What follows belongs to an exercise in optimizing a design on an open flow for small area, a short achievable clock period and few clock cycles per item; a production flow would make more cautious choices. In this exercise RTL edits were held to simulation tests only and were not proved equivalent to the original. No activity file was given, so power comes from the tool's default toggle rates.

==> flow/design.v <==
`timescale 1ns / 1ps
package jrc_pkg;
  localparam int N_RANGES = 2;
  localparam int MAX_JETS = 16;
  localparam int Q_DEPTH  = 2;
  localparam int ADDR_W   = 6;
  localparam int DATA_W   = 64;
  localparam logic [16:0] WEIGHT_ONE  = 17'd65536;
  localparam logic [16:0] WEIGHT_HALF = 17'd32768;
  localparam logic [2:0] REG_PT_MIN  = 3'd0;
  localparam logic [2:0] REG_PT_MAX  = 3'd1;
  localparam logic [2:0] REG_MASK    = 3'd2;
  localparam logic [2:0] REG_FUZZY   = 3'd3;
  localparam logic [2:0] REG_E_INV   = 3'd4;
  localparam logic [2:0] REG_Y_INV   = 3'd5;
  localparam logic [2:0] REG_RANGES  = 3'd6;
  localparam logic [2:0] REG_COUNT   = 3'd7;
  typedef struct packed {
    logic               action;
    logic [3:0]         jet_number;
    logic [19:0]        jet_pt;
    logic signed [15:0] jet_rapidity;
    logic signed [15:0] rapidity_shift;
  } jrc_in_t;
  typedef struct packed {
    logic        matched;
    logic [16:0] cut_weight;
    logic [3:0]  held_jet;
  } jrc_out_t;
  typedef struct packed {
    logic               clear;
    logic               listed;
    logic [3:0]         jet_number;
    logic [19:0]        jet_pt;
    logic signed [15:0] rapidity;
  } jrc_job_t;
  typedef struct packed {
    logic [19:0] pt_minimum;
    logic [19:0] pt_maximum;
    logic        fuzzy_enable;
    logic [23:0] energy_width_inverse;
    logic [23:0] rapidity_width_inverse;
    logic [63:0] rapidity_ranges;
    logic [1:0]  range_count;
  } jrc_cfg_t;
endpackage
`timescale 1ns / 1ps
`timescale 1ns / 1ps
`timescale 1ns / 1ps
`timescale 1ns / 1ps
module fuzzy_jet_region_cut_unit (
  input  logic                          clk,
  input  logic                          rst_n,
  input  logic                          in_valid,
  output logic                          in_ready,
  input  jrc_pkg::jrc_in_t              in_data,
  output logic                          out_valid,
  input  logic                          out_ready,
  output jrc_pkg::jrc_out_t             out_data,
  input  logic                          psel,
  input  logic                          penable,
  input  logic                          pwrite,
  input  logic [jrc_pkg::ADDR_W-1:0]    paddr,
  input  logic [jrc_pkg::DATA_W-1:0]    pwdata,
  output logic [jrc_pkg::DATA_W-1:0]    prdata,
  output logic                          pready
);
  localparam logic [1:0] C_FAIL  = 2'd0;
  localparam logic [1:0] C_ONE   = 2'd1;
  localparam logic [1:0] C_HALF  = 2'd2;
  localparam logic [1:0] C_MAYBE = 2'd3;
  logic [19:0] pt_min_r;
  logic [19:0] pt_max_r;
  logic [15:0] mask_r;
  logic        fuzzy_r;
  logic [23:0] e_inv_r;
  logic [23:0] y_inv_r;
  logic [63:0] ranges_r;
  logic [1:0]  count_r;
  logic        swap0_r, swap1_r;     
  logic        wr_en;
  logic [2:0]  reg_idx;
  assign pready  = 1'b1;
  assign wr_en   = psel && penable && pwrite;
  assign reg_idx = paddr[5:3];
  always_ff @(posedge clk) begin
    if (!rst_n) begin
      pt_min_r <= 20'd0;
      pt_max_r <= 20'hFFFFF;
      mask_r   <= 16'd0;
      fuzzy_r  <= 1'b0;
      e_inv_r  <= 24'd1024;
      y_inv_r  <= 24'd320;
      ranges_r <= 64'd0;
      count_r  <= 2'd0;
      swap0_r  <= 1'b0;
      swap1_r  <= 1'b0;
    end else if (wr_en) begin
      case (reg_idx)
        jrc_pkg::REG_PT_MIN: pt_min_r <= pwdata[19:0];
        jrc_pkg::REG_PT_MAX: pt_max_r <= pwdata[19:0];
        jrc_pkg::REG_MASK:   mask_r   <= pwdata[15:0];
        jrc_pkg::REG_FUZZY:  fuzzy_r  <= pwdata[0];
        jrc_pkg::REG_E_INV:  e_inv_r  <= pwdata[23:0];
        jrc_pkg::REG_Y_INV:  y_inv_r  <= pwdata[23:0];
        jrc_pkg::REG_RANGES: begin
          ranges_r <= pwdata;
          swap0_r  <= $signed(pwdata[15:0]) > $signed(pwdata[31:16]);
          swap1_r  <= $signed(pwdata[47:32]) > $signed(pwdata[63:48]);
        end
        jrc_pkg::REG_COUNT:  count_r  <= pwdata[1:0];
        default: ;
      endcase
    end
  end
  always_comb begin
    case (reg_idx)
      jrc_pkg::REG_PT_MIN: prdata = 64'(pt_min_r);
      jrc_pkg::REG_PT_MAX: prdata = 64'(pt_max_r);
      jrc_pkg::REG_MASK:   prdata = 64'(mask_r);
      jrc_pkg::REG_FUZZY:  prdata = 64'(fuzzy_r);
      jrc_pkg::REG_E_INV:  prdata = 64'(e_inv_r);
      jrc_pkg::REG_Y_INV:  prdata = 64'(y_inv_r);
      jrc_pkg::REG_RANGES: prdata = ranges_r;
      jrc_pkg::REG_COUNT:  prdata = 64'(count_r);
      default:             prdata = '0;
    endcase
  end
  logic               job_v;
  logic               job_clear;
  logic               job_listed;
  logic [3:0]         job_num;
  logic [19:0]        job_pt;
  logic signed [15:0] job_y;
  logic signed [16:0] y_sum;
  logic signed [15:0] y_sat;
  logic               commit;
  always_comb begin
    y_sum = 17'(in_data.jet_rapidity) + 17'(in_data.rapidity_shift);
    if (y_sum[16] != y_sum[15]) begin
      y_sat = y_sum[16] ? 16'sh8000 : 16'sh7FFF;
    end else begin
      y_sat = y_sum[15:0];
    end
  end
  logic               skid_v;
  logic               skid_clear;
  logic               skid_listed;
  logic [3:0]         skid_num;
  logic [19:0]        skid_pt;
  logic signed [15:0] skid_y;
  logic               in_listed;
  logic               job_take;
  assign in_ready  = !skid_v;
  assign in_listed = (mask_r == 16'd0) || mask_r[in_data.jet_number];
  assign job_take  = !job_v || commit;
  always_ff @(posedge clk) begin
    if (!rst_n) begin
      job_v  <= 1'b0;
      skid_v <= 1'b0;
    end else begin
      if (job_take) begin
        job_v  <= skid_v || in_valid;
        skid_v <= 1'b0;
      end else if (in_valid && !skid_v) begin
        skid_v <= 1'b1;
      end
    end
    if (job_take) begin
      if (skid_v) begin
        job_clear  <= skid_clear;
        job_listed <= skid_listed;
        job_num    <= skid_num;
        job_pt     <= skid_pt;
        job_y      <= skid_y;
      end else begin
        job_clear  <= in_data.action;
        job_listed <= in_listed;
        job_num    <= in_data.jet_number;
        job_pt     <= in_data.jet_pt;
        job_y      <= y_sat;
      end
    end
    if (!skid_v) begin
      skid_clear  <= in_data.action;
      skid_listed <= in_listed;
      skid_num    <= in_data.jet_number;
      skid_pt     <= in_data.jet_pt;
      skid_y      <= y_sat;
    end
  end
  function automatic logic [1:0] classify(input logic signed [20:0] d,
                                          input logic [15:0] sfx,
                                          input logic fz);
    logic        neg;
    logic        dz;
    logic [19:0] m;
    logic        big;
    logic [1:0]  c;
    neg = d[20];
    dz  = (d == 21'sd0);
    m   = neg ? ~d[19:0] : d[19:0];
    m[0] = m[0] | neg;
    big = 1'b0;
    for (int i = 0; i < 20; i++) begin
      big = big | (m[i] & sfx[(i >= 15) ? 0 : (15 - i)]);
    end
    if (!fz) begin
      c = (neg || dz) ? C_FAIL : C_ONE;
    end else if (!sfx[0] || dz) begin
      c = C_HALF;
    end else if (big) begin
      c = neg ? C_FAIL : C_ONE;
    end else begin
      c = C_MAYBE;
    end
    classify = c;
  endfunction
  function automatic logic [15:0] suffix_or(input logic [23:0] s);
    logic [15:0] r;
    for (int j = 0; j < 16; j++) begin
      r[j] = |(s >> j);
    end
    suffix_or = r;
  endfunction
  function automatic logic [20:0] sub21(input logic [20:0] x, input logic [20:0] y);
    logic [20:0] p, g, gg, pp, r;
    p = x ^ ~y;
    g = x & ~y;
    gg = g;
    pp = p;
    gg[0] = g[0] | p[0];
    pp[0] = 1'b0;
    for (int l = 1; l < 32; l = l * 2) begin
      for (int i = 2 * l - 1; i < 21; i = i + 2 * l) begin
        gg[i] = gg[i] | (pp[i] & gg[i - l]);
        pp[i] = pp[i] & pp[i - l];
      end
    end
    for (int l = 8; l >= 1; l = l / 2) begin
      for (int i = 3 * l - 1; i < 21; i = i + 2 * l) begin
        gg[i] = gg[i] | (pp[i] & gg[i - l]);
        pp[i] = pp[i] & pp[i - l];
      end
    end
    r[0] = ~p[0];
    for (int i = 1; i < 21; i++) begin
      r[i] = p[i] ^ gg[i - 1];
    end
    sub21 = r;
  endfunction
  function automatic logic [16:0] sub17(input logic [16:0] x, input logic [16:0] y);
    logic [16:0] p, g, gg, pp, r;
    p = x ^ ~y;
    g = x & ~y;
    gg = g;
    pp = p;
    gg[0] = g[0] | p[0];
    pp[0] = 1'b0;
    for (int l = 1; l < 32; l = l * 2) begin
      for (int i = 2 * l - 1; i < 17; i = i + 2 * l) begin
        gg[i] = gg[i] | (pp[i] & gg[i - l]);
        pp[i] = pp[i] & pp[i - l];
      end
    end
    for (int l = 8; l >= 1; l = l / 2) begin
      for (int i = 3 * l - 1; i < 17; i = i + 2 * l) begin
        gg[i] = gg[i] | (pp[i] & gg[i - l]);
        pp[i] = pp[i] & pp[i - l];
      end
    end
    r[0] = ~p[0];
    for (int i = 1; i < 17; i++) begin
      r[i] = p[i] ^ gg[i - 1];
    end
    sub17 = r;
  endfunction
  logic [15:0]        e_sfx, y_sfx;
  logic signed [15:0] lo0, hi0, lo1, hi1;
  logic [5:0][20:0]   d;
  logic [5:0][1:0]    cls;
  logic [5:0]         F, H, M;
  logic [1:0]         n_rng;
  always_comb begin
    e_sfx = suffix_or(e_inv_r);
    y_sfx = suffix_or(y_inv_r);
    lo0 = swap0_r ? ranges_r[31:16] : ranges_r[15:0];
    hi0 = swap0_r ? ranges_r[15:0]  : ranges_r[31:16];
    lo1 = swap1_r ? ranges_r[63:48] : ranges_r[47:32];
    hi1 = swap1_r ? ranges_r[47:32] : ranges_r[63:48];
    d[0] = sub21({1'b0, job_pt}, {1'b0, pt_min_r});
    d[1] = sub21({1'b0, pt_max_r}, {1'b0, job_pt});
    d[2] = 21'($signed(sub17(17'(job_y), 17'(lo0))));
    d[3] = 21'($signed(sub17(17'(hi0), 17'(job_y))));
    d[4] = 21'($signed(sub17(17'(job_y), 17'(lo1))));
    d[5] = 21'($signed(sub17(17'(hi1), 17'(job_y))));
    for (int b = 0; b < 6; b++) begin
      cls[b] = classify(d[b], (b < 2) ? e_sfx : y_sfx, fuzzy_r);
      F[b]   = (cls[b] == C_FAIL);
      H[b]   = (cls[b] == C_HALF);
      M[b]   = (cls[b] == C_MAYBE);
    end
    n_rng = (count_r == 2'd3) ? 2'd2 : count_r;
  end
  logic        tested;
  logic        slow;
  logic        pt_ok;
  logic [1:0]  r_dead, r_m, r_pass;
  logic [2:0]  r_h0, r_h1;
  logic        r_ok;
  logic [2:0]  h_pt, h_all;
  logic        fast_pass;
  logic [16:0] fast_w;
  logic        full_r;
  logic        busy_r;
  always_comb begin
    tested    = !job_clear && job_listed && !full_r;
    pt_ok     = !F[0] && !F[1];
    r_dead[0] = F[2] || F[3];
    r_dead[1] = F[4] || F[5];
    r_m[0]    = !r_dead[0] && (M[2] || M[3]);
    r_m[1]    = !r_dead[1] && (M[4] || M[5]);
    r_pass[0] = !r_dead[0] && !M[2] && !M[3];
    r_pass[1] = !r_dead[1] && !M[4] && !M[5];
    r_h0      = 3'(H[2]) + 3'(H[3]);
    r_h1      = 3'(H[4]) + 3'(H[5]);
    r_ok      = (n_rng == 2'd0) || !r_dead[0] || ((n_rng == 2'd2) && !r_dead[1]);
    slow      = pt_ok && r_ok &&
                (M[0] || M[1] ||
                 ((n_rng != 2'd0) && (r_m[0] || ((n_rng == 2'd2) && r_dead[0] && r_m[1]))));
    h_pt      = 3'(H[0]) + 3'(H[1]);
    if (n_rng == 2'd0) begin
      h_all = h_pt;
    end else if (!r_dead[0]) begin
      h_all = h_pt + r_h0;
    end else begin
      h_all = h_pt + r_h1;
    end
    fast_pass = pt_ok && r_ok;
    fast_w    = fast_pass ? (jrc_pkg::WEIGHT_ONE >> h_all) : 17'd0;
  end
  localparam int K = 4;                 
  logic [2:0]  pos_r;
  logic        rdy_r;                   
  logic        mul_r;
  logic        mkind_r;                 
  logic [1:0]  cnt_r;
  logic [16:0] rw_r;
  logic [16:0] acc_r;
  logic [15:0] lo_r;
  logic [15:0] mx;
  logic [15+K:0] pp;
  logic [16+K:0] msum;
  logic [15:0] pd;
  logic [1:0]  pcls;
  logic        pneg;
  logic        fpass;
  logic [16:0] fval;
  logic        fp;
  logic [16:0] f;
  logic [16:0] a_op;
  logic        enter;
  logic        start_p, start_r, r_lo_rw, r_lo_half;
  logic        adv;
  logic [2:0]  pos_nxt;
  logic        set_w, set_rw;
  logic [16:0] w_set, rw_set;
  logic        eng_done, eng_pass;
  logic [16:0] eng_w;
  logic        res_pass;
  logic [16:0] res_w;
  logic        out_free;
  logic        out_valid_r;
  logic        matched_r;
  logic [16:0] weight_r;
  logic [3:0]  held_r;
  assign out_free = !out_valid_r || out_ready;
  assign enter    = !busy_r && job_v && tested && slow && out_free;
  always_comb begin
    if (!mkind_r) begin
      mx = (pos_r < 3'd2) ? e_inv_r[15:0] : y_inv_r[15:0];
    end else begin
      mx = (pos_r == 3'd1 || pos_r == 3'd6) ? weight_r[15:0] : rw_r[15:0];
    end
    pp   = mx * lo_r[K-1:0];
    msum = acc_r + pp;
    case (pos_r)
      3'd0:    begin pcls = cls[0]; pneg = d[0][20]; pd = d[0][15:0]; end
      3'd1:    begin pcls = cls[1]; pneg = d[1][20]; pd = d[1][15:0]; end
      3'd2:    begin pcls = cls[2]; pneg = d[2][20]; pd = d[2][15:0]; end
      3'd3:    begin pcls = cls[3]; pneg = d[3][20]; pd = d[3][15:0]; end
      3'd4:    begin pcls = cls[4]; pneg = d[4][20]; pd = d[4][15:0]; end
      default: begin pcls = cls[5]; pneg = d[5][20]; pd = d[5][15:0]; end
    endcase
    if (pneg) begin
      fpass = (lo_r != 16'd0) && !lo_r[15];
      fval  = {1'b0, lo_r};
    end else begin
      fpass = 1'b1;
      fval  = acc_r[0] ? jrc_pkg::WEIGHT_ONE : {1'b0, lo_r};
    end
    if (pcls == C_MAYBE) begin
      fp = fpass;
      f  = fval;
    end else begin
      fp = (pcls != C_FAIL);
      f  = (pcls == C_HALF) ? jrc_pkg::WEIGHT_HALF : jrc_pkg::WEIGHT_ONE;
    end
    a_op = (pos_r == 3'd1 || pos_r == 3'd6) ? weight_r : rw_r;
  end
  always_comb begin
    start_p   = 1'b0;
    start_r   = 1'b0;
    r_lo_rw   = 1'b0;
    r_lo_half = 1'b0;
    adv       = 1'b0;
    pos_nxt   = pos_r + 3'd1;
    set_w     = 1'b0;
    set_rw    = 1'b0;
    w_set     = f;
    rw_set    = f;
    eng_done  = 1'b0;
    eng_pass  = 1'b0;
    eng_w     = weight_r;
    if (!busy_r) begin
      if (enter) begin
        set_w = 1'b1;
        if (M[0] || M[1]) begin
          w_set   = jrc_pkg::WEIGHT_ONE;
          pos_nxt = 3'd0;
        end else begin
          w_set   = jrc_pkg::WEIGHT_ONE >> h_pt;
          pos_nxt = r_m[0] ? 3'd2 : 3'd4;
        end
      end
    end else if (mul_r) begin
    end else if (pos_r == 3'd6) begin
      eng_pass = 1'b1;
      if (weight_r[16]) begin
        eng_done = 1'b1;
        eng_w    = rw_r;
      end else if (rw_r[16]) begin
        eng_done = 1'b1;
        eng_w    = weight_r;
      end else if (rdy_r) begin
        eng_done = 1'b1;
        eng_w    = {1'b0, acc_r[15:0]};
      end else begin
        start_r = 1'b1;
        r_lo_rw = 1'b1;
      end
    end else if (pcls == C_MAYBE && !rdy_r) begin
      start_p = 1'b1;
    end else if (!fp && !(rdy_r && mkind_r)) begin
      if ((pos_r == 3'd2 || pos_r == 3'd3) && n_rng == 2'd2) begin
        adv     = 1'b1;
        pos_nxt = 3'd4;
      end else begin
        eng_done = 1'b1;
      end
    end else if (!pos_r[0] && pos_r != 3'd6) begin
      adv = 1'b1;
      if (pos_r == 3'd0) begin
        set_w = 1'b1;
      end else begin
        set_rw = 1'b1;
      end
    end else begin
      if (rdy_r && mkind_r) begin
        w_set  = {1'b0, acc_r[15:0]};
        rw_set = {1'b0, acc_r[15:0]};
        adv    = 1'b1;
      end else if (a_op[16]) begin
        adv = 1'b1;
      end else if (f[16]) begin
        w_set  = a_op;
        rw_set = a_op;
        adv    = 1'b1;
      end else begin
        start_r   = 1'b1;
        r_lo_half = (pcls != C_MAYBE);
      end
      if (adv) begin
        if (pos_r == 3'd1) begin
          set_w = 1'b1;
          if (n_rng == 2'd0) begin
            eng_done = 1'b1;
            eng_pass = 1'b1;
            eng_w    = w_set;
          end
        end else begin
          set_rw  = 1'b1;
          pos_nxt = 3'd6;
        end
      end
    end
  end
  assign commit   = job_v && out_free && (busy_r ? eng_done : !(tested && slow));
  assign res_pass = busy_r ? eng_pass : fast_pass;
  assign res_w    = busy_r ? eng_w : fast_w;
  always_ff @(posedge clk) begin
    if (!rst_n) begin
      busy_r      <= 1'b0;
      out_valid_r <= 1'b0;
      full_r      <= 1'b0;
      weight_r    <= jrc_pkg::WEIGHT_ONE;
      held_r      <= 4'd0;
    end else begin
      out_valid_r <= commit || (out_valid_r && !out_ready);
      if (enter) begin
        busy_r <= 1'b1;
      end else if (commit) begin
        busy_r <= 1'b0;
      end
      if (commit) begin
        if (job_clear) begin
          full_r <= 1'b0;
        end else if (tested) begin
          full_r   <= res_pass;
          weight_r <= res_pass ? res_w : 17'd0;
          if (res_pass) held_r <= job_num;
        end
      end else if (set_w) begin
        weight_r <= w_set;
      end
    end
    if (commit) begin
      matched_r <= !job_clear && tested && res_pass;
    end
    if (set_rw) begin
      rw_r <= rw_set;
    end
    if (enter || adv) begin
      pos_r <= pos_nxt;
      rdy_r <= 1'b0;
    end
    if (busy_r && mul_r) begin
      acc_r <= msum[16+K:K];
      lo_r  <= {msum[K-1:0], lo_r[15:K]};
      cnt_r <= cnt_r + 2'd1;
      if (cnt_r == 2'(16 / K - 1)) begin
        mul_r <= 1'b0;
        rdy_r <= 1'b1;
      end
    end else if (start_p || start_r) begin
      acc_r   <= 17'(jrc_pkg::WEIGHT_HALF);
      if (start_p) begin
        lo_r <= pd;
      end else if (r_lo_rw) begin
        lo_r <= rw_r[15:0];
      end else if (r_lo_half) begin
        lo_r <= 16'h8000;
      end
      mul_r   <= 1'b1;
      mkind_r <= start_r;
      cnt_r   <= 2'd0;
    end
    if (!busy_r) begin
      mul_r <= 1'b0;
    end
  end
  assign out_valid          = out_valid_r;
  assign out_data.matched    = matched_r;
  assign out_data.cut_weight = weight_r;
  assign out_data.held_jet   = held_r;
endmodule
`timescale 1ns / 1ps
module jet_region_cut (
  input  logic        clk,
  input  logic        rst_n,
  input  logic        in_valid,
  output logic        in_ready,
  input  logic [56:0] in_data,
  output logic        out_valid,
  input  logic        out_ready,
  output logic [21:0] out_data,
  input  logic        psel,
  input  logic        penable,
  input  logic        pwrite,
  input  logic [5:0]  paddr,
  input  logic [63:0] pwdata,
  output logic [63:0] prdata,
  output logic        pready
);
  jrc_pkg::jrc_in_t  in_s;
  jrc_pkg::jrc_out_t out_s;
  assign in_s     = in_data;
  assign out_data = out_s;
  fuzzy_jet_region_cut_unit u_unit (
    .clk       (clk),
    .rst_n     (rst_n),
    .in_valid  (in_valid),
    .in_ready  (in_ready),
    .in_data   (in_s),
    .out_valid (out_valid),
    .out_ready (out_ready),
    .out_data  (out_s),
    .psel      (psel),
    .penable   (penable),
    .pwrite    (pwrite),
    .paddr     (paddr),
    .pwdata    (pwdata),
    .prdata    (prdata),
    .pready    (pready)
  );
endmodule
==> flow/run.sh <==
#!/bin/bash
# synth_recipe.tcl (not shown) runs the flow's synth.tcl, then flattens the netlist and writes it again
# the make line also repeats each setting of config.mk as NAME=value (left out here)
make -C /OpenROAD-flow-scripts/flow DESIGN_CONFIG=/design/flow/config.mk WORK_HOME=/design/flow/orfs CLKGATE_MAP_FILE= SYNTH_SCRIPT=/design/flow/synth_recipe.tcl finish
==> flow/config.mk <==
export PLATFORM = sky130hd
export DESIGN_NAME = jet_region_cut
export DESIGN_NICKNAME = jet_region_cut
export VERILOG_FILES = /design/flow/design.v
export SDC_FILE = /design/flow/constraint.sdc
export NUM_CORES = 4
export LEC_CHECK = 0
export CAP_MARGIN = 20
export CORE_MARGIN = 2
export CORE_UTILIZATION = 40
export SETUP_SLACK_MARGIN = 5
export SLEW_MARGIN = 20
==> flow/constraint.sdc <==
create_clock -name core_clock -period 12.5 [get_ports {clk}]
set_input_delay 2.5000 -clock core_clock [delete_from_list [all_inputs] [get_ports {clk}]]
set_output_delay 2.5000 -clock core_clock [all_outputs]
set_load 0.01 [all_outputs]
==> results.json, run 1 <==
{
  "cp_data_arrival_time_ps": 4880,
  "clock_path_buffers": 3,
  "fin_util_pct": 47.9,
  "total_power_mw": 3.81,
  "cts_sinks": 342,
  "syn2layout_area_growth_pct": 19.0,
  "gp_congestion": 1.02,
  "core_mm2": 0.0712,
  "drc": 0,
  "final_nets": 4057,
  "async_reset_ff_share_pct": 0,
  "detail_route.iter0.violations": 2619,
  "muxShareOfSynthArea_pct": 7.20,
  "whs_ps": 455,
  "finalNonFillerCells": 4622,
  "worst_slew_pin_slew_ps": 1040,
  "post-route-period-util_pct": 59.0,
  "cts_tree": "yes",
  "portBuffers": 218,
  "rows": 98,
  "ir_worst_vdd_mv": 0.105,
  "drt-vias-per-instance": 5.99,
  "synth-seq-cells": 342,
  "grt_pass1_wl_mm": 166,
  "critPathCaptureType": "output pin",
  "syn_avg_cell_area_um2": 8.29,
  "final_cell_mix": "542 x nand2_1, 240 x dfxtp_1, 219 x nor2_1",
  "clock_latency_ps": 600,
  "drt-total-wl_mm": 112,
  "fin_skew_ps": 40.8,
  "outcome": "complete, no violations",
  "hold_path_class": "reg2reg",
  "required_ps": 10000,
  "final.setup.tns_ps": 0,
  "drv_cap": 0,
  "synth_fa_ha_area_share_pct": 15.5,
  "hold_viol_final": 0,
  "fmax_mhz": 135,
  "postPlaceCellArea_mm2": 0.0317,
  "setup-violations-final": 0,
  "dr.pass1.iters": 9,
  "grt_setup_unrepaired": "true",
  "grtUsageTotal_pct": 29.3,
  "synth_warnings": 1,
  "seq_area_frac_synth_pct": 27.3,
  "final_cell_area_mm2": 0.0342,
  "cellPowerDensity_mw_per_mm2": 112,
  "synth-edff-count": 99,
  "pre_cts_ws_ps": 3730,
  "layout_commonest_cell": "nand2_1",
  "report.final.slew_viol_count": 0,
  "grt_pass1_vias": 26504,
  "layout-drive-gt1-share_pct": 10.4,
  "setup_ws_ps": 5120,
  "path_max_fanout": 47,
  "synthSimpleGateAreaFrac_pct": 19.6,
  "placed_cells_incl_taps": 4487,
  "min_period_ps": 7380,
  "num_vias": 27688,
  "synth_compound_area_share_pct": 22.3,
  "cp-start-kind": "primary input",
  "drtAntennaViolNets": 0,
  "grt_max_degree": 104,
  "clk_pin_slew_worst_paths_ps": 60,
  "cts_made_buffers": 40,
  "slew_headroom_pct": 29.9,
  "syn-num-nets": 3883,
  "cts-root-buf": "clkbuf_16",
  "initial_core_util_pct": 40.3,
  "synth-xor-area-share_pct": 2.59,
  "wl_per_cell_um": 24.1,
  "synth_top_family_by_area": "compound AO/OA/AOI/OAI gates",
  "die_x_um": 272,
  "syn_area_mm2": 0.0287,
  "grt.overflow.total": 0,
  "crit_type": "in2out",
  "io_pins": 223,
  "power_leakage_nw": 13.1,
  "die_y_um": 272,
  "netlist-cell-type-count": 100,
  "die_area_mm2": 0.0739,
  "synth_ff_type": "dfxtp_1",
  "antenna_found_initial": 4,
  "synthCells": 3464,
  "cts_max_level": 2,
  "dp_hpwl_mm": 83.7
}
final cells by class:
type / instances / area, um^2
clock buffer: 51 / 1090
sequential: 342 / 7850
inverter: 214 / 810
antenna: 2 / 5.00
timing repair buffer: 318 / 3120
tap: 950 / 1190
clock inverter: 23 / 241
fill: 6934 / 37100
multi-input combinational: 2722 / 19900
cells by family after synthesis:
kind of cell / count (synthesis)
AOI/OAI and AO/OA: 937
xor gates and xnor gates: 85
muxes: 188
adders and majority gates: 300
and+or+nand+nor: 1207
buffers and inverters: 404
other: 1
DFF: 342
sequential cells by signal, indices dropped and copies added, names as in the netlist, 3 cells and up:
signal / count
u_unit.ranges_r: 64
u_unit.e_inv_r: 24
u_unit.y_inv_r: 24
u_unit.job_pt: 20
u_unit.pt_max_r: 20
u_unit.pt_min_r: 20
u_unit.skid_pt: 20
u_unit.acc_r: 17
u_unit.rw_r: 17
u_unit.weight_r: 17
u_unit.job_y: 16
u_unit.lo_r: 16
u_unit.mask_r: 16
u_unit.skid_y: 16
u_unit.held_r: 4
u_unit.job_num: 4
u_unit.skid_num: 4
u_unit.pos_r: 3
per-layer routing:
metal  vias up  part of all wire (%)  routed length, um  global-route usage [%]
met4         4                   4.5               4970                    12.0
met5         -                 0.024                 27                       0
met3       261                   8.4               9370                    5.32
met1     13359                    42              47400                    39.3
met2      1301                    45              49900                    46.4
li1      12763                     -                  -                       -
repair_timing:
item	CTS	global route
pin swaps	11	40
cloned	6	3
endpoints found under the hold margin	0	0
buffers inserted	15	35
hold buffers	0	0
resized for setup	62	60
setup endpoints to repair	192	148
where the power goes:
| group | internal [mW] | switching, mW |
|---|---|---|
| sequential | 1.20 | 0.0623 |
| combinational | 0.528 | 0.813 |
| clock | 0.690 | 0.521 |
| total | 2.41 | 1.40 |
synth_stat cells (33+ instances only):
cell	n	area, um^2
nand4_1	40	250
xnor2_1	48	420
o21ai_0	153	766
mux2_2	78	878
a21o_1	66	495
nor2_1	227	852
inv_1	212	796
and2_1	78	488
edfxtp_1	99	2970
nand2_1	545	2050
clkbuf_1	157	589
fa_1	98	1960
ha_1	187	2340
xor2_1	37	324
nand3_1	78	390
a21boi_0	157	1180
dfxtp_1	243	4860
a21oi_1	213	1070
nor4_1	33	206
mux2i_1	103	1030
nor3_1	50	250
a211oi_1	44	330
worst max-delay path, cell delays in order:
cell and delay, ps:
clkdlybuf4s50_1 460, buf_4 440, nand2b_4 290, nor2_4 410
and2_1 220, clkdlybuf4s50_1 540
path summary, 6_finish.rpt:
path / start / to / slack, ps / cells past startpoint
setup / recovery: paddr[5] / prdata[47] / 5120 / 6
hold / removal: u_unit.skid_listed / u_unit.skid_listed / 450 / 2
setup reg to reg: u_unit.swap0_r / u_unit.weight_r[16] / 5150 / 28
hold reg to reg: u_unit.skid_listed / u_unit.skid_listed / 450 / 2
Testbench counts, summed over its fixed seeds: cycles 9,706, items 7,756.
==> run 2: changes to the inputs <==
--- a/flow/config.mk
+++ b/flow/config.mk
@@ -5,6 +5,7 @@
 export SDC_FILE = /design/flow/constraint.sdc
 export NUM_CORES = 4
 export LEC_CHECK = 0
+export ABC_AREA = 1
 export CAP_MARGIN = 20
 export CORE_MARGIN = 2
 export CORE_UTILIZATION = 40
==> results.json, run 2 <==
{
  "largest_reg_flops": 64,
  "dr.pass1.iters": 8,
  "clock_path_buffers": 3,
  "die_x_um": 270,
  "initial_core_util_pct": 40.4,
  "syn-num-nets": 4572,
  "hold_path_class": "reg2reg",
  "fillers": 7361,
  "final_nets": 4702,
  "hold_start": "u_unit.skid_num[2]",
  "r2r_cells": 38,
  "slew_headroom_pct": 29.9,
  "post-route-period-util_pct": 57.7,
  "r2r-end": "u_unit.acc_r[16]",
  "detail_route.iter0.violations": 2876,
  "min_period_ps": 7220,
  "final_cell_area_mm2": 0.0329,
  "antenna_found_initial": 1,
  "path_max_fanout": 11,
  "portBuffers": 218,
  "pre_cts_ws_ps": 4260,
  "drt-vias-per-instance": 5.41,
  "setup-violations-final": 0,
  "layout-drive-gt1-share_pct": 5.47,
  "r2r_slack_ps": 5580,
  "cts_made_buffers": 42,
  "drtAntennaViolNets": 0,
  "power_leakage_nw": 14.9,
  "final.setup.tns_ps": 0,
  "final_cell_mix": "1027 x nand2_1, 552 x inv_1, 362 x nor2_1",
  "die_y_um": 270,
  "cp_data_arrival_time_ps": 4720,
  "seq_area_frac_synth_pct": 27.6,
  "cts_hold_buf": 0,
  "grt.overflow.total": 0,
  "top_layer": "met5",
  "met1_length_mm": 46.9,
  "setup_ws_ps": 5280,
  "hold_viol_final": 0,
  "syn2layout_area_growth_pct": 16.0,
  "cpMaxStageDelayCell": "clkdlybuf4s50_1",
  "cpLargestDelayFamily": "buffers and inverters",
  "cellPowerDensity_mw_per_mm2": 124,
  "cts_tree": "yes",
  "synth_top_cells_by_area": "dfxtp_1 17%, nand2_1 14%, edfxtp_1 10%",
  "ir_worst_vdd_mv": 0.0964,
  "async_reset_ff_share_pct": 0,
  "fin_skew_ps": 32.7,
  "synth-seq-cells": 342,
  "cp-start-kind": "primary input",
  "synth-edff-count": 99,
  "core_mm2": 0.0701,
  "drt-total-wl_mm": 110,
  "fmax_mhz": 139,
  "yosysMostFrequentCell": "nand2_1",
  "crit_type": "in2out",
  "critPathCaptureType": "output pin",
  "postPlaceCellArea_mm2": 0.0312,
  "grt_setup_unrepaired": "false",
  "path_cells": "dlymetal6s2s_1 > nor2_2 > inv_1 > nor2_4 > clkinvlp_4 > buf_4 > o22ai_1 > a21oi_1 > o2111ai_1 > clkdlybuf4s50_1",
  "synthTopCellsByCount": "1032 x nand2_1, 556 x inv_1, 368 x nor2_1, 346 x o21ai_0, 298 x a21oi_1",
  "drv_cap": 0,
  "synthCells": 4153,
  "critPathMaxStageDelay_ps": 600,
  "synth_ff_type": "dfxtp_1",
  "gp_congestion": 1.01,
  "synth_top_area_share_pct": 17.2,
  "grt_max_degree": 106,
  "grt_pass1_vias": 26313,
  "rows": 97,
  "grt_pass1_wl_mm": 163,
  "met2_length_mm": 48.9,
  "cts_sinks": 342,
  "clock_latency_ps": 610,
  "grtUsageTotal_pct": 29.2,
  "cts_max_level": 2,
  "synth_warnings": 1,
  "wl_met3_mm": 8.73,
  "wl_per_cell_um": 20.9,
  "largest-register": "u_unit.ranges_r",
  "largestRegisters": "u_unit.ranges_r x64, u_unit.e_inv_r x24, u_unit.y_inv_r x24",
  "outcome": "complete, no violations",
  "antenna_cells": 0,
  "total_power_mw": 4.10,
  "syn_avg_cell_area_um2": 6.83,
  "layout_commonest_cell": "nand2_1",
  "drc": 0,
  "netlist-cell-type-count": 67,
  "timing.rr.start": "u_unit.pos_r[0]",
  "required_ps": 10000,
  "report.final.slew_viol_count": 0,
  "whs_ps": 448,
  "io_pins": 223,
  "num_vias": 28452,
  "holdPathStages": 2,
  "worst_hold_path.endpoint": "u_unit.skid_num[2]",
  "dp_hpwl_mm": 85.6,
  "die_area_mm2": 0.0730,
  "worst_slew_pin_slew_ps": 1050,
  "fin_util_pct": 46.9,
  "crit_buf_inv": 5,
  "cts-root-buf": "clkbuf_16",
  "syn_area_mm2": 0.0284,
  "clk_pin_slew_worst_paths_ps": 60,
  "placed_cells_incl_taps": 5170,
  "synth_top_cell_by_area": "dfxtp_1",
  "finalNonFillerCells": 5257
}
## run 2: changes by cell type in the layout (fill, tap and decap cells not counted), sizes merged, moves of 75 or more
| cell | before | now |
|---|---|---|
| nand2 | 546 | 1060 |
| mux2i | 105 | 0 |
| nand3 | 78 | 300 |
| o21ai | 158 | 366 |
| a21oi | 216 | 299 |
| inv | 213 | 567 |
| nor2 | 232 | 382 |
| and2 | 78 | 2 |
| a21boi | 165 | 1 |
| mux2 | 78 | 3 |
## run 2: tightest hold or removal path, delay by kind of cell (launching register included)
kind             cells  cell delay [ps]
DFF                  1              300
and+or+nand+nor      2              110
## run 2: layout make-up
cell class              instances  area [um^2]  share of cell area (%)
flip-flops and latches        342         7850                    23.8
clock inverters                21          274                   0.833
multi-input cells            3063        17700                    53.9
well taps                     940         1180                    3.58
repair inverters                1         7.51                  0.0228
repair buffers                254         2490                    7.56
clock buffers                  57         1180                    3.58
inverters                     579         2190                    6.66
## run 2: routing by layer
metal	GRT usage, %	up-vias
met5	0	-
met4	11.6	2
met3	5.00	227
met2	46.6	1142
met1	39.1	13143
li1	-	13938
## run 2: where the power goes
group,total [mW],leakage (nW),internal [mW],switching [mW]
registers,1.26,2.89,1.20,0.0576
clock network,1.28,0.703,0.753,0.526
logic,1.56,11.3,0.536,1.02
## run 2: how the worst max path moves through the flow
stage	depth (start not counted)	startpoint	to	slack (ps)
6_report	10	paddr[4]	prdata[4]	5280
5_1_grt	39	u_unit.swap1_r	u_unit.weight_r[9]	5020
4_1_cts	8	paddr[4]	prdata[2]	4870
3_5_place_dp	8	paddr[3]	prdata[1]	4260
3_3_place_gp	8	paddr[5]	prdata[1]	4300
2_1_floorplan	32	u_unit.swap1_r	u_unit.lo_r[0]	5660
## run 2: logic make-up (layout without fill, tap and decap cells)
kind of cell | count (synthesis) | count (layout) | synth area share [%]
adder cells (fa/ha/maj) | 285 | 285 | 15.2
flip-flops | 342 | 342 | 27.6
XOR/XNOR | 58 | 58 | 1.79
AND/OR/NAND/NOR | 1849 | 1850 | 27.6
other | 1 | 1 | 0.0132
AO/OA/AOI/OAI | 866 | 866 | 17.3
buffers and inverters | 749 | 912 | 10.3
multiplexers | 3 | 3 | 0.119
## run 2: repair_timing
item                                    4_1_cts  5_1_grt
pin swaps                                     0        4
endpoints found under the hold margin         0        0
endpoints found under the setup margin       89      137
gates resized for setup                      10       43
setup buffers                                 3        4
gates cloned                                  1        1
==> run 3: changes to the inputs <==
==> flow/flow/run.sh (new file) <==
#!/bin/bash
set -euo pipefail
bash standard.sh SETUP_SLACK_MARGIN=6 finish > standard_flow.log 2>&1
==> flow/standard.sh (new file) <==
#!/bin/bash
# synth_recipe.tcl (not shown) runs the flow's synth.tcl, then flattens the netlist and writes it again
# the make line also repeats each setting of config.mk as NAME=value (left out here)
make -C /OpenROAD-flow-scripts/flow DESIGN_CONFIG=/design/flow/config.mk WORK_HOME=/design/flow/orfs CLKGATE_MAP_FILE= SYNTH_SCRIPT=/design/flow/synth_recipe.tcl "${@:-finish}"
--- a/flow/config.mk
+++ b/flow/config.mk
@@ -9,5 +9,4 @@
 export CAP_MARGIN = 20
 export CORE_MARGIN = 2
 export CORE_UTILIZATION = 40
-export SETUP_SLACK_MARGIN = 5
 export SLEW_MARGIN = 20
removed: flow/run.sh
==> results.json, run 3 <==
{
  "outcome": "complete, no violations",
  "grt_setup_unrepaired": "true",
  "final.setup.tns_ps": 0,
  "synthCells": 4153,
  "holdPathStages": 2,
  "drt-vias-per-instance": 5.52,
  "gr-usage-met1_pct": 40.0,
  "syn2layout_area_growth_pct": 20.6,
  "fillers": 7231,
  "rows": 97,
  "cts_max_level": 2,
  "fmax_mhz": 153,
  "synth_warnings": 1,
  "path_depth": 10,
  "slew_headroom_pct": 22.3,
  "clock_latency_ps": 620,
  "cellPowerDensity_mw_per_mm2": 125,
  "synth-edff-count": 99,
  "yosysMostFrequentCell": "nand2_1",
  "gp_congestion": 1.01,
  "syn-num-nets": 4572,
  "grt_max_degree": 97,
  "path_max_fanout": 6,
  "cts-root-buf": "clkbuf_16",
  "min_period_ps": 6530,
  "clk_pin_slew_worst_paths_ps": 60,
  "num_vias": 29313,
  "total_power_mw": 4.26,
  "hold_viol_final": 0,
  "report.final.slew_viol_count": 0,
  "hold_path_class": "reg2reg",
  "setup-violations-final": 0,
  "r2r_cells": 31,
  "drc": 0,
  "fin_skew_ps": 33.6,
  "detail_route.iter0.violations": 3159,
  "critPathMaxStageDelay_ps": 210,
  "die_x_um": 270,
  "largest_reg_flops": 64,
  "grt_pass1_vias": 26376,
  "die_area_mm2": 0.0730,
  "gr-max-usage-layer": "met2",
  "cpLargestDelayFamily": "buffers and inverters",
  "clock_path_buffers": 3,
  "grt.overflow.total": 0,
  "ir_worst_vdd_mv": 0.106,
  "met2_usage_pct": 45.0,
  "drt-total-wl_mm": 110,
  "synth_ff_type": "dfxtp_1",
  "largestRegisters": "u_unit.ranges_r x64, u_unit.e_inv_r x24, u_unit.y_inv_r x24",
  "initial_core_util_pct": 40.4,
  "synth_top_cells_by_area": "dfxtp_1 17%, nand2_1 14%, edfxtp_1 10%",
  "drtAntennaViolNets": 0,
  "power_leakage_nw": 15.7,
  "synthTopCellsByCount": "1032 x nand2_1, 556 x inv_1, 368 x nor2_1, 346 x o21ai_0, 298 x a21oi_1",
  "layout-drive-gt1-share_pct": 9.83,
  "drv_cap": 0,
  "synth_top_area_share_pct": 17.2,
  "antenna_found_initial": 2,
  "cts_made_buffers": 41,
  "seq_area_frac_synth_pct": 27.6,
  "dp_hpwl_mm": 84.3,
  "path_cells": "buf_4 > nor2_4 > inv_2 > nor2_4 > clkinvlp_4 > buf_12 > o22ai_4 > a221oi_4 > o2111ai_2 > buf_2",
  "use_met3_pct": 4.29,
  "grtUsageTotal_pct": 29.0,
  "die_y_um": 270,
  "crit_top_cell": "nor2_4",
  "final_cell_mix": "1011 x nand2_1, 544 x inv_1, 359 x nor2_1",
  "io_pins": 223,
  "post-route-period-util_pct": 52.2,
  "largest-register": "u_unit.ranges_r",
  "synth_top_cell_by_area": "dfxtp_1",
  "cp_data_arrival_time_ps": 4030,
  "grt_pass1_wl_mm": 163,
  "cts_tree": "yes",
  "worst_slew_pin_slew_ps": 1140,
  "core_mm2": 0.0701,
  "syn_area_mm2": 0.0284,
  "cts_sinks": 342,
  "async_reset_ff_share_pct": 0,
  "crit_type": "in2out",
  "portBuffers": 218,
  "syn_avg_cell_area_um2": 6.83,
  "cp-start-kind": "primary input",
  "critPathCaptureType": "output pin",
  "netlist-cell-type-count": 67,
  "crit_buf_inv": 5,
  "dr.pass1.iters": 6,
  "wl_per_cell_um": 20.7,
  "required_ps": 10000,
  "final_nets": 4759,
  "synth-seq-cells": 342,
  "cpMaxStageDelayCell": "clkinvlp_4",
  "layout_commonest_cell": "nand2_1"
}
==> run 3: changes by cell type in the layout (fill, tap and decap cells not counted), moves of 13 or more <==
cell,change
buf_4,+43
nand2_1,-16
buf_2,+21
clkdlybuf4s50_1,-39
a21oi_1,-14
o21ai_0,-13
a21oi_2,+13
==> run 3: report_power, final <==
group / leakage (nW) / switching (mW) / internal [mW]
Sequential: 2.89 / 0.0613 / 1.20
Clock: 0.731 / 0.556 / 0.785
Combinational: 12.1 / 1.06 / 0.590
==> run 3: stage by stage <==
step | utilization [%] | cells | hold slack, ps | worst slack [ps] | area, um^2
floorplan | - | 4153 | 418 | 6230 | 28400
global placement | 44.5 | 5171 | 433 | 4500 | 31200
detailed placement | 44.5 | 5171 | 438 | 4500 | 31200
CTS | 47.4 | 5276 | 453 | 5950 | 33200
global route | 48.8 | 5313 | 480 | 5930 | 34200
finish | 48.8 | 5314 | 449 | 5970 | 34200
==> run 3: cell type report <==
cell class                      instances  area (um^2)  share of cell area [%]
Multi-Input combinational cell       3064        18500                    53.9
Antenna cell                            1         2.50                 0.00732
Timing Repair inverter                  3         23.8                  0.0695
Tap cell                              940         1180                    3.44
Clock buffer                           49         1140                    3.33
Clock inverter                         27          350                    1.02
Sequential cell                       342         7850                    22.9
Timing Repair Buffer                  309         2980                    8.70
Inverter                              579         2240                    6.55
==> run 3: repair_timing <==
action,4_1_cts,5_1_grt
cloned,6,4
pin swaps,14,28
setup endpoints to repair,188,178
setup buffers,23,33
resized for setup,199,144
hold buffers,0,0
==> run 3: path summary, 6_finish.rpt <==
path | start | end | slack [ps]
max | paddr[3] | prdata[0] | 5970
min | u_unit.skid_pt[18] | u_unit.skid_pt[18] | 450
max reg2reg | u_unit.job_pt[0] | u_unit.job_pt[12] | 6330
min reg2reg | u_unit.skid_pt[18] | u_unit.skid_pt[18] | 450
==> run 3: worst reg2reg max path, delay by kind of cell (launching register included) <==
kind                     cells  cell delay, ps
AND/OR/NAND/NOR             24            3490
adder cells (fa/ha/maj)      3             890
flip-flops                   1             470
buffers and inverters        3             450
XOR/XNOR                     1             440
==> run 3: logic make-up (layout without fill, tap and decap cells) <==
family	Yosys count	after routing	synth area share, %
and+or+nand+nor	1849	1851	27.6
AOI/OAI and AO/OA	866	866	17.3
buffers and inverters	749	967	10.3
DFF	342	342	27.6
adders and majority gates	285	285	15.2
xor gates and xnor gates	58	58	1.79
muxes	3	3	0.119
other	1	2	0.0132
==> run 3: layer usage <==
layer / vias up / part of all wire (%)
li1: 14071 / -
met1: 13637 / 43
met2: 1345 / 44
met3: 260 / 8.2
met4: 0 / 5.1
met5: - / 0
==> run 4: changes to the inputs <==
--- a/flow/design.v
+++ b/flow/design.v
@@ -363,6 +363,8 @@
   logic        start_p, start_r, r_lo_rw, r_lo_half;
   logic        adv;
   logic [2:0]  pos_nxt;
+  logic [2:0]  pdsel;
+  logic        nm;
   logic        set_w, set_rw;
   logic [16:0] w_set, rw_set;
   logic        eng_done, eng_pass;
@@ -385,12 +387,12 @@
     pp   = mx * lo_r[K-1:0];
     msum = acc_r + pp;
     case (pos_r)
-      3'd0:    begin pcls = cls[0]; pneg = d[0][20]; pd = d[0][15:0]; end
-      3'd1:    begin pcls = cls[1]; pneg = d[1][20]; pd = d[1][15:0]; end
-      3'd2:    begin pcls = cls[2]; pneg = d[2][20]; pd = d[2][15:0]; end
-      3'd3:    begin pcls = cls[3]; pneg = d[3][20]; pd = d[3][15:0]; end
-      3'd4:    begin pcls = cls[4]; pneg = d[4][20]; pd = d[4][15:0]; end
-      default: begin pcls = cls[5]; pneg = d[5][20]; pd = d[5][15:0]; end
+      3'd0:    begin pcls = cls[0]; pneg = d[0][20]; end
+      3'd1:    begin pcls = cls[1]; pneg = d[1][20]; end
+      3'd2:    begin pcls = cls[2]; pneg = d[2][20]; end
+      3'd3:    begin pcls = cls[3]; pneg = d[3][20]; end
+      3'd4:    begin pcls = cls[4]; pneg = d[4][20]; end
+      default: begin pcls = cls[5]; pneg = d[5][20]; end
     endcase
     if (pneg) begin
       fpass = (lo_r != 16'd0) && !lo_r[15];
@@ -491,9 +493,27 @@
         end else begin
           set_rw  = 1'b1;
           pos_nxt = 3'd6;
+          if (weight_r[16] || rw_set[16]) begin
+            eng_done = 1'b1;
+            eng_pass = 1'b1;
+            eng_w    = weight_r[16] ? rw_set : weight_r;
+          end
         end
       end
     end
+    pdsel = (enter || adv) ? pos_nxt : pos_r;
+    case (pdsel)
+      3'd0:    begin nm = M[0]; pd = d[0][15:0]; end
+      3'd1:    begin nm = M[1]; pd = d[1][15:0]; end
+      3'd2:    begin nm = M[2]; pd = d[2][15:0]; end
+      3'd3:    begin nm = M[3]; pd = d[3][15:0]; end
+      3'd4:    begin nm = M[4]; pd = d[4][15:0]; end
+      3'd5:    begin nm = M[5]; pd = d[5][15:0]; end
+      default: begin nm = 1'b0; pd = d[5][15:0]; end
+    endcase
+    if ((enter || adv) && nm && !eng_done) begin
+      start_p = 1'b1;
+    end
   end
   assign commit   = job_v && out_free && (busy_r ? eng_done : !(tested && slow));
   assign res_pass = busy_r ? eng_pass : fast_pass;
@@ -555,7 +575,7 @@
       mkind_r <= start_r;
       cnt_r   <= 2'd0;
     end
-    if (!busy_r) begin
+    if (!busy_r && !enter) begin
       mul_r <= 1'b0;
     end
   end
==> flow/flow/run.sh (replaced) <==
#!/bin/bash
set -euo pipefail
bash standard.sh SETUP_SLACK_MARGIN=7 finish > standard_flow.log 2>&1
==> results.json, run 4 <==
{
  "timing.rr.start": "u_unit.swap1_r",
  "drt-vias-per-instance": 5.70,
  "async_reset_ff_share_pct": 0,
  "synthCells": 4121,
  "report.final.slew_viol_count": 0,
  "grt.overflow.total": 0,
  "yosysMostFrequentCell": "nand2_1",
  "met1_length_mm": 48.2,
  "grt_pass1_vias": 29482,
  "synth-edff-count": 96,
  "slew_headroom_pct": 22.8,
  "wl_per_cell_um": 23.3,
  "grtUsageTotal_pct": 33.9,
  "synth-seq-cells": 342,
  "hold_viol_final": 0,
  "cts_made_buffers": 40,
  "synth_top_area_share_pct": 17.4,
  "setup_ws_ps": 6070,
  "cpMaxStageDelayCell": "fa_2",
  "grt_pass1_wl_mm": 186,
  "worstSetupStartpoint": "u_unit.swap1_r",
  "syn2layout_area_growth_pct": 41.2,
  "fin_util_pct": 57.0,
  "top_layer": "met5",
  "layout_commonest_cell": "nand2_1",
  "antenna_found_initial": 2,
  "synth_top_family_by_area": "simple AND/OR/NAND/NOR gates",
  "rows": 97,
  "ir_worst_vdd_mv": 0.0733,
  "power_leakage_nw": 17.6,
  "setup-violations-final": 0,
  "total_power_mw": 3.98,
  "worst_slew_pin_slew_ps": 1150,
  "largest-register": "u_unit.ranges_r",
  "post-route-period-util_pct": 51.4,
  "fillers": 6422,
  "cts_sinks": 342,
  "finalNonFillerCells": 5555,
  "drtAntennaViolNets": 0,
  "placed_cells_incl_taps": 5138,
  "grt_setup_unrepaired": "true",
  "required_ps": 12940,
  "muxShareOfSynthArea_pct": 0,
  "wl_met3_mm": 11.0,
  "syn_area_mm2": 0.0282,
  "hold_path_class": "reg2reg",
  "hold_start": "u_unit.skid_pt[16]",
  "postPlaceCellArea_mm2": 0.0319,
  "core_mm2": 0.0699,
  "die_y_um": 270,
  "cts-root-buf": "clkbuf_16",
  "gp_congestion": 1.01,
  "syn_avg_cell_area_um2": 6.85,
  "synth_ff_type": "dfxtp_1",
  "cts_hold_buf": 0,
  "synth_fa_ha_area_share_pct": 15.2,
  "fin_skew_ps": 11.9,
  "synth_top_cells_by_area": "dfxtp_1 17%, nand2_1 13%, edfxtp_1 10%",
  "synthSimpleGateAreaFrac_pct": 28.2,
  "clock_latency_ps": 580,
  "final_cell_area_mm2": 0.0399,
  "fmax_mhz": 156,
  "num_vias": 31672,
  "die_area_mm2": 0.0727,
  "initial_core_util_pct": 40.4,
  "detail_route.iter0.violations": 3451,
  "met2_length_mm": 58.7,
  "drv_cap": 0,
  "synth_compound_area_share_pct": 17.0,
  "seqCellArea_mm2": 0.00783,
  "clock_path_buffers": 3,
  "critPathCaptureType": "flop",
  "outcome": "complete, no violations",
  "path_max_fanout": 8,
  "die_x_um": 270,
  "cts_tree": "yes",
  "io_pins": 223,
  "multi_input_area_mm2": 0.0211,
  "whs_ps": 450,
  "cp-start-kind": "flop",
  "min_period_ps": 6430,
  "portBuffers": 218,
  "clk_pin_slew_worst_paths_ps": 60,
  "layout-drive-gt1-share_pct": 24.7,
  "critPathMaxStageDelay_ps": 400,
  "largestRegisters": "u_unit.ranges_r x64, u_unit.e_inv_r x24, u_unit.y_inv_r x24",
  "synth_top_cell_by_area": "dfxtp_1",
  "seq_area_frac_synth_pct": 27.6,
  "cellPowerDensity_mw_per_mm2": 99.8,
  "largest_reg_flops": 64,
  "syn-num-nets": 4540,
  "grt_max_degree": 97,
  "drt-total-wl_mm": 130,
  "synthTopCellsByCount": "984 x nand2_1, 537 x inv_1, 368 x o21ai_0, 339 x nor2_1, 328 x nand3_1",
  "dr.pass1.iters": 6,
  "netlist-cell-type-count": 64,
  "final_nets": 5002,
  "drc": 0,
  "final.setup.tns_ps": 0,
  "cts_max_level": 2,
  "synth_warnings": 1,
  "cp_data_arrival_time_ps": 6870,
  "crit_type": "reg2reg",
  "dp_hpwl_mm": 89.5,
  "synth-xor-area-share_pct": 1.77,
  "pre_cts_ws_ps": 4300,
  "final_cell_mix": "887 x nand2_1, 492 x inv_1, 294 x o21ai_0"
}
## run 4: worst max-delay path, delay by kind of cell (launching register included)
kind                       cells  cell delay, ps
and+or+nand+nor               21            2360
AOI/OAI and AO/OA              9            1840
buffers and inverters          5             760
adders and majority gates      2             720
DFF                            1             390
xor gates and xnor gates       1             220
## run 4: power by group
part | leakage, nW | internal, mW | switching (mW)
combinational | 14.0 | 0.569 | 0.957
sequential | 2.95 | 1.20 | 0.0713
clock | 0.631 | 0.660 | 0.526
total | 17.6 | 2.43 | 1.55
## run 4: cells by family (layout without fill, tap and decap cells)
logic type                 Yosys count  after routing
buffers and inverters              725           1200
and+or+nand+nor                   1853           1871
other                                1              2
AOI/OAI and AO/OA                  858            858
DFF                                342            342
adders and majority gates          285            285
xor gates and xnor gates            57             57
## run 4: layout make-up
type                       count  share of cell area, %
inverter                     556                   5.75
antenna                        1                0.00628
sequential                   342                   19.6
multi-input combinational   3072                   52.8
clock buffer                  44                   2.57
tap                          940                   2.95
timing repair inverter         5                  0.188
clock inverter                29                  0.640
timing repair buffer         566                   15.4
## run 4: final timing paths
check | slack [ps] | endpoint | depth (start not counted)
worst max register to register | 6070 | u_unit.lo_r[6] | 38
worst min register to register | 450 | u_unit.skid_pt[16] | 2
worst max-delay path | 6070 | u_unit.lo_r[6] | 38
worst min-delay path | 450 | u_unit.skid_pt[16] | 2
## run 4: per-layer routing
metal / track usage [%] / vias to the layer above
li1: - / 14620
met1: 40.3 / 14767
met2: 55.9 / 1742
met3: 5.75 / 541
met4: 23.3 / 2
met5: 0 / -
## run 4: timing repair
item,CTS,global route
gates resized for setup,889,257
setup buffers,221,75
setup endpoints to repair,290,261
pin swaps,218,159
cloned,41,5
Testbench counts of run 4, summed over its fixed seeds: cycles 9,448, items 7,756.
==> run 5: changes to the inputs <==
==> flow/flow/run.sh (replaced) <==
#!/bin/bash
set -euo pipefail
bash standard.sh SETUP_SLACK_MARGIN=6 finish > standard_flow.log 2>&1
--- a/flow/config.mk
+++ b/flow/config.mk
@@ -8,5 +8,5 @@
 export ABC_AREA = 1
 export CAP_MARGIN = 20
 export CORE_MARGIN = 2
-export CORE_UTILIZATION = 40
+export CORE_UTILIZATION = 55
 export SLEW_MARGIN = 20
==> results.json, run 5 <==
{
  "grt.overflow.total": 0,
  "setup-violations-final": 0,
  "io_pins": 223,
  "hold_viol_final": 0,
  "final_nets": 4784,
  "layout_commonest_cell": "nand2_1",
  "path_max_fanout": 11,
  "grt_pass1_wl_mm": 165,
  "syn-num-nets": 4540,
  "fillers": 4485,
  "core_mm2": 0.0510,
  "cp-start-kind": "primary input",
  "syn2layout_area_growth_pct": 23.4,
  "clk_pin_slew_worst_paths_ps": 60,
  "drc": 0,
  "drt-vias-per-instance": 5.99,
  "dp_hpwl_mm": 83.0,
  "drtAntennaViolNets": 0,
  "initial_core_util_pct": 55.4,
  "cellPowerDensity_mw_per_mm2": 112,
  "intPower_mw": 2.45,
  "synth-edff-count": 96,
  "gp_congestion": 1.01,
  "die_x_um": 231,
  "worst_slew_pin_slew_ps": 1100,
  "slew_headroom_pct": 26.7,
  "pre_cts_ws_ps": 4430,
  "p_comb_share_pct": 33.9,
  "netlist-cell-type-count": 64,
  "whs_ps": 446,
  "power_leakage_nw": 15.6,
  "cts_tree": "yes",
  "hold_path_class": "reg2reg",
  "post-route-period-util_pct": 52.2,
  "largestRegisters": "u_unit.ranges_r x64, u_unit.e_inv_r x24, u_unit.y_inv_r x24",
  "synth_warnings": 1,
  "syn_avg_cell_area_um2": 6.85,
  "synthCells": 4121,
  "seq_area_frac_synth_pct": 27.6,
  "num_vias": 30395,
  "yosysMostFrequentCell": "nand2_1",
  "wl_per_cell_um": 22.2,
  "portBuffers": 218,
  "grt_setup_unrepaired": "true",
  "clock_path_buffers": 3,
  "grt_pass1_vias": 27658,
  "grtUsageTotal_pct": 40.8,
  "final.setup.tns_ps": 0,
  "outcome": "complete, no violations",
  "ir_worst_vdd_mv": 0.109,
  "largest_reg_flops": 64,
  "critPathCaptureType": "output pin",
  "largest-register": "u_unit.ranges_r",
  "cp_data_arrival_time_ps": 4030,
  "report.final.slew_viol_count": 0,
  "switchingPower_mw": 1.47,
  "synthTopCellsByCount": "984 x nand2_1, 537 x inv_1, 368 x o21ai_0, 339 x nor2_1, 328 x nand3_1",
  "async_reset_ff_share_pct": 0,
  "cts-root-buf": "clkbuf_16",
  "synth_top_area_share_pct": 17.4,
  "synth-seq-cells": 342,
  "setup_ws_ps": 5970,
  "antenna_cells": 0,
  "drt-total-wl_mm": 113,
  "fmax_mhz": 153,
  "grt_max_degree": 93,
  "antenna_found_initial": 0,
  "drv_cap": 0,
  "synth_top_cells_by_area": "dfxtp_1 17%, nand2_1 13%, edfxtp_1 10%",
  "cts_made_buffers": 41,
  "cts_max_level": 2,
  "die_y_um": 231,
  "clock_latency_ps": 630,
  "syn_area_mm2": 0.0282,
  "swShare_pct": 37.5,
  "min_period_ps": 6530,
  "die_area_mm2": 0.0532,
  "synth_top_cell_by_area": "dfxtp_1",
  "layout-drive-gt1-share_pct": 13.1,
  "fin_skew_ps": 58.2,
  "final_cell_mix": "953 x nand2_1, 516 x inv_1, 329 x o21ai_0",
  "detail_route.iter0.violations": 3635,
  "synth_ff_type": "dfxtp_1",
  "p_seq_share_pct": 32.3,
  "required_ps": 10000,
  "cts_sinks": 342,
  "crit_type": "in2out",
  "cts_hold_buf": 0,
  "rows": 83,
  "dr.pass1.iters": 8,
  "power.share.clock_pct": 33.8
}
## run 5: critical path, cell delays in order
cell and delay (ps):
clkbuf_4 180, inv_4 70, nor3_4 260, clkinv_2 330, o22ai_1 260, a21oi_1 110, o2111ai_1 130, buf_2 180
## run 5: layout make-up
| class | instances | area [um^2] | share of cell area [%] |
|---|---|---|---|
| multi-input combinational | 3058 | 19000 | 54.6 |
| sequential | 342 | 7820 | 22.4 |
| timing repair buffer | 364 | 3500 | 10.0 |
| inverter | 556 | 2150 | 6.17 |
| clock buffer | 47 | 1090 | 3.12 |
| tap | 680 | 851 | 2.44 |
| clock inverter | 28 | 390 | 1.12 |
| timing repair inverter | 2 | 11.3 | 0.0323 |
## run 5: power by group through the flow
stage	sequential (mW)	combinational, mW	clock (mW)
after floorplan	1.25	0.802	0
after global placement	1.28	1.14	0
after detailed placement	1.28	1.16	0
after CTS	1.26	1.20	1.33
after global routing	1.27	1.44	1.37
final	1.26	1.33	1.33
## run 5: kinds of logic after synthesis
family | share of synthesized area (%)
buffers and inverters | 10.1
other | 0.0133
xor gates and xnor gates | 1.77
adders and majority gates | 15.2
AOI/OAI and AO/OA | 17.0
and+or+nand+nor | 28.2
DFF | 27.6
## run 5: per-layer routing
layer  up-vias  GRT usage (%)  wire length [um]
met5         -              0                 0
met3       438           7.30             10900
met4         0           29.3              9750
met1     14039           52.3             43300
li1      14157              -                 -
met2      1761           61.9             48700
## run 5: path summary, 6_finish.rpt
check | start | to | slack (ps) | cells past startpoint
worst max-delay path | paddr[5] | prdata[15] | 5970 | 8
worst max register to register | u_unit.pos_r[1] | u_unit.acc_r[16] | 6110 | 36
worst min register to register | u_unit.skid_pt[5] | u_unit.skid_pt[5] | 450 | 2
worst min-delay path | u_unit.skid_pt[5] | u_unit.skid_pt[5] | 450 | 2
## run 5: repair_timing
item                                    in CTS  in global routing
gates cloned                                 9                  8
endpoints found under the setup margin     198                190
buffers inserted                            53                 53
pin swaps                                   42                 90
gates resized for setup                    250                231
## run 5: stage by stage
stage | cells | power, mW | cell area, um^2 | util, %
after floorplan | 4121 | 2.05 | 28200 | -
after global placement | 4878 | 2.43 | 30800 | 60.3
after CTS | 5016 | 3.79 | 33500 | 65.7
after detailed placement | 4879 | 2.44 | 30800 | 60.3
final | 5077 | 3.92 | 34800 | 68.3
after global routing | 5077 | 4.08 | 34800 | 68.3
==> run 6: changes to the inputs <==
--- a/flow/config.mk
+++ b/flow/config.mk
@@ -8,5 +8,5 @@
 export ABC_AREA = 1
 export CAP_MARGIN = 20
 export CORE_MARGIN = 2
-export CORE_UTILIZATION = 55
+export CORE_UTILIZATION = 40
 export SLEW_MARGIN = 20
==> results.json, run 6 <==
{
  "outcome": "complete, no violations",
  "yosysMostFrequentCell": "nand2_1",
  "synth_ff_type": "dfxtp_1",
  "syn_avg_cell_area_um2": 6.85,
  "setup-violations-final": 0,
  "grtUsageTotal_pct": 30.0,
  "synthTopCellsByCount": "984 x nand2_1, 537 x inv_1, 368 x o21ai_0, 339 x nor2_1, 328 x nand3_1",
  "layout-drive-gt1-share_pct": 12.7,
  "fillers": 7088,
  "syn2layout_area_growth_pct": 24.6,
  "power_leakage_nw": 16.1,
  "clk_pin_slew_worst_paths_ps": 60,
  "slew_headroom_pct": 22.4,
  "drt-vias-per-instance": 5.53,
  "largest_reg_flops": 64,
  "post-route-period-util_pct": 52.3,
  "min_period_ps": 6530,
  "clock_path_buffers": 3,
  "drt-total-wl_mm": 114,
  "required_ps": 10000,
  "largestRegisters": "u_unit.ranges_r x64, u_unit.e_inv_r x24, u_unit.y_inv_r x24",
  "ir_worst_vdd_mv": 0.0975,
  "synth_top_cell_by_area": "dfxtp_1",
  "path_max_fanout": 13,
  "grt_max_degree": 103,
  "report.final.slew_viol_count": 0,
  "drtAntennaViolNets": 0,
  "cp-start-kind": "primary input",
  "final_nets": 4781,
  "critPathCaptureType": "output pin",
  "dr.pass1.iters": 6,
  "die_x_um": 270,
  "syn-num-nets": 4540,
  "initial_core_util_pct": 40.4,
  "fin_util_pct": 50.3,
  "wl_per_cell_um": 21.4,
  "fmax_mhz": 153,
  "synthCells": 4121,
  "gp_congestion": 0.982,
  "hold_path_class": "reg2reg",
  "grt.overflow.total": 0,
  "synth-edff-count": 96,
  "synth_top_cells_by_area": "dfxtp_1 17%, nand2_1 13%, edfxtp_1 10%",
  "dp_hpwl_mm": 85.8,
  "fin_skew_ps": 57.5,
  "num_vias": 29492,
  "largest-register": "u_unit.ranges_r",
  "detail_route.iter0.violations": 3111,
  "synth_warnings": 1,
  "seq_area_frac_synth_pct": 27.6,
  "r2r_slack_ps": 6130,
  "antenna_found_initial": 1,
  "drv_cap": 0,
  "crit_type": "in2out",
  "layout_commonest_cell": "nand2_1",
  "cts_sinks": 342,
  "cellPowerDensity_mw_per_mm2": 109,
  "synth_top_area_share_pct": 17.4,
  "portBuffers": 218,
  "async_reset_ff_share_pct": 0,
  "netlist-cell-type-count": 64,
  "cts_made_buffers": 42,
  "final.setup.tns_ps": 0,
  "synth-seq-cells": 342,
  "die_y_um": 270,
  "clock_latency_ps": 640,
  "cts_max_level": 2,
  "rows": 97,
  "core_mm2": 0.0699,
  "syn_area_mm2": 0.0282,
  "cts-root-buf": "clkbuf_16",
  "grt_setup_unrepaired": "true",
  "worst_slew_pin_slew_ps": 1160,
  "cp_data_arrival_time_ps": 4030,
  "cts_tree": "yes",
  "total_power_mw": 3.83,
  "grt_pass1_vias": 27019,
  "die_area_mm2": 0.0727,
  "antenna_cells": 0,
  "hold_viol_final": 0,
  "grt_pass1_wl_mm": 168,
  "final_cell_mix": "949 x nand2_1, 517 x inv_1, 332 x o21ai_0",
  "io_pins": 223,
  "drc": 0
}
[run 6: cell counts after synthesis]
No cell type changed its count.
[run 6: area by class of cell]
| cell class | count | area (um^2) | share of cell area (%) |
|---|---|---|---|
| well taps | 940 | 1180 | 3.34 |
| repair inverters | 2 | 11.3 | 0.0320 |
| multi-input cells | 3056 | 19000 | 54.1 |
| clock buffers | 50 | 1110 | 3.16 |
| inverters | 556 | 2150 | 6.12 |
| clock inverters | 28 | 289 | 0.821 |
| repair buffers | 362 | 3600 | 10.2 |
| flip-flops and latches | 342 | 7830 | 22.2 |
[run 6: cells by family (layout without fill, tap and decap cells)]
group | count (synthesis) | count (layout) | synth area share, %
buffers and inverters | 725 | 998 | 10.1
adder cells (fa/ha/maj) | 285 | 285 | 15.2
AND/OR/NAND/NOR | 1853 | 1855 | 28.2
other | 1 | 1 | 0.0133
AO/OA/AOI/OAI | 858 | 858 | 17.0
XOR/XNOR | 57 | 57 | 1.77
flip-flops | 342 | 342 | 27.6
[run 6: repair_timing]
action | CTS | global route
setup buffers | 36 | 73
pin swaps | 31 | 91
cloned | 7 | 6
endpoints found under the hold margin | 0 | 0
hold buffers | 0 | 0
resized for setup | 231 | 258
endpoints found under the setup margin | 203 | 180
[run 6: report_power, final]
| part | total, mW | switching [mW] | internal, mW |
|---|---|---|---|
| combinational | 1.33 | 0.858 | 0.471 |
| clock | 1.26 | 0.562 | 0.693 |
| sequential | 1.25 | 0.0529 | 1.20 |
| total | 3.83 | 1.47 | 2.36 |
[run 6: critical path, cell delays in order]
cell,delay [ps]
buf_4,140
nor2_1,100
inv_1,60
nor2_2,110
buf_6,160
clkinvlp_4,110
buf_12,160
o22ai_1,220
a21oi_2,90
o2111ai_1,100
clkdlybuf4s15_2,250
[run 6: routing by layer]
layer	GRT usage (%)	up-vias	wire length, um
li1	-	14156	-
met5	0	-	11
met3	4.72	261	8800
met2	48.1	1372	51200
met4	13.2	2	5890
met1	39.9	13701	48000
[run 6: worst paths after layout]
path,start,to,depth (start not counted)
worst min register to register,u_unit.skid_pt[16],u_unit.skid_pt[16],2
worst min-delay path,u_unit.skid_pt[16],u_unit.skid_pt[16],2
worst max register to register,u_unit.swap1_r,u_unit.acc_r[10],39
worst max-delay path,paddr[3],prdata[9],11
[run 6: through the flow]
| step | area, um^2 | hold WS (ps) | std cells | worst slack [ps] |
|---|---|---|---|---|
| floorplan | 28200 | 418 | 4121 | 6120 |
| global placement | 31100 | 432 | 5136 | 4000 |
| detailed placement | 31100 | 435 | 5136 | 3890 |
| CTS | 33600 | 452 | 5257 | 5960 |
| global route | 35200 | 473 | 5336 | 5820 |
| finish | 35200 | 450 | 5336 | 5970 |

afterwards: timing with drivers on the ports:
How much do the figures lean on ideal ports? The routed layouts below were timed once more, with nothing changed but the port constraints. Step 1 (the two cells are an assumption about what drives the block):
set clk [get_ports {clk}]
set_driving_cell -lib_cell sky130_fd_sc_hd__clkbuf_16 $clk
set_driving_cell -lib_cell sky130_fd_sc_hd__buf_2 [delete_from_list [all_inputs] $clk]
Step 2 moves the port delays by t, midway between the first and last clock arrival at a register: inputs arrive t later, outputs are due t later. That takes back most of the time a late clock gives input paths. a / b / c = ideal ports / drivers / drivers and shift; a / b = the first two.
run	t (ns)	setup WS [ns]	clock arrival spread, ns
run 1	0.639	5.119 / 5.078 / 5.078	0.040 / 0.041
run 2	0.658	5.285 / 5.236 / 5.236	0.033 / 0.032
run 3	0.669	5.969 / 5.892 / 5.892	0.036 / 0.035
run 4	0.646	6.072 / 6.048 / 6.048	0.012 / 0.012
run 5	0.667	5.972 / 5.945 / 5.945	0.060 / 0.059
run 6	0.673	5.966 / 5.934 / 5.934	0.058 / 0.057
After both steps every run listed still meets setup and hold. For run 3, which loses most, drivers alone change the setup slack by -0.077 ns; drivers and shift together by -0.077 ns.
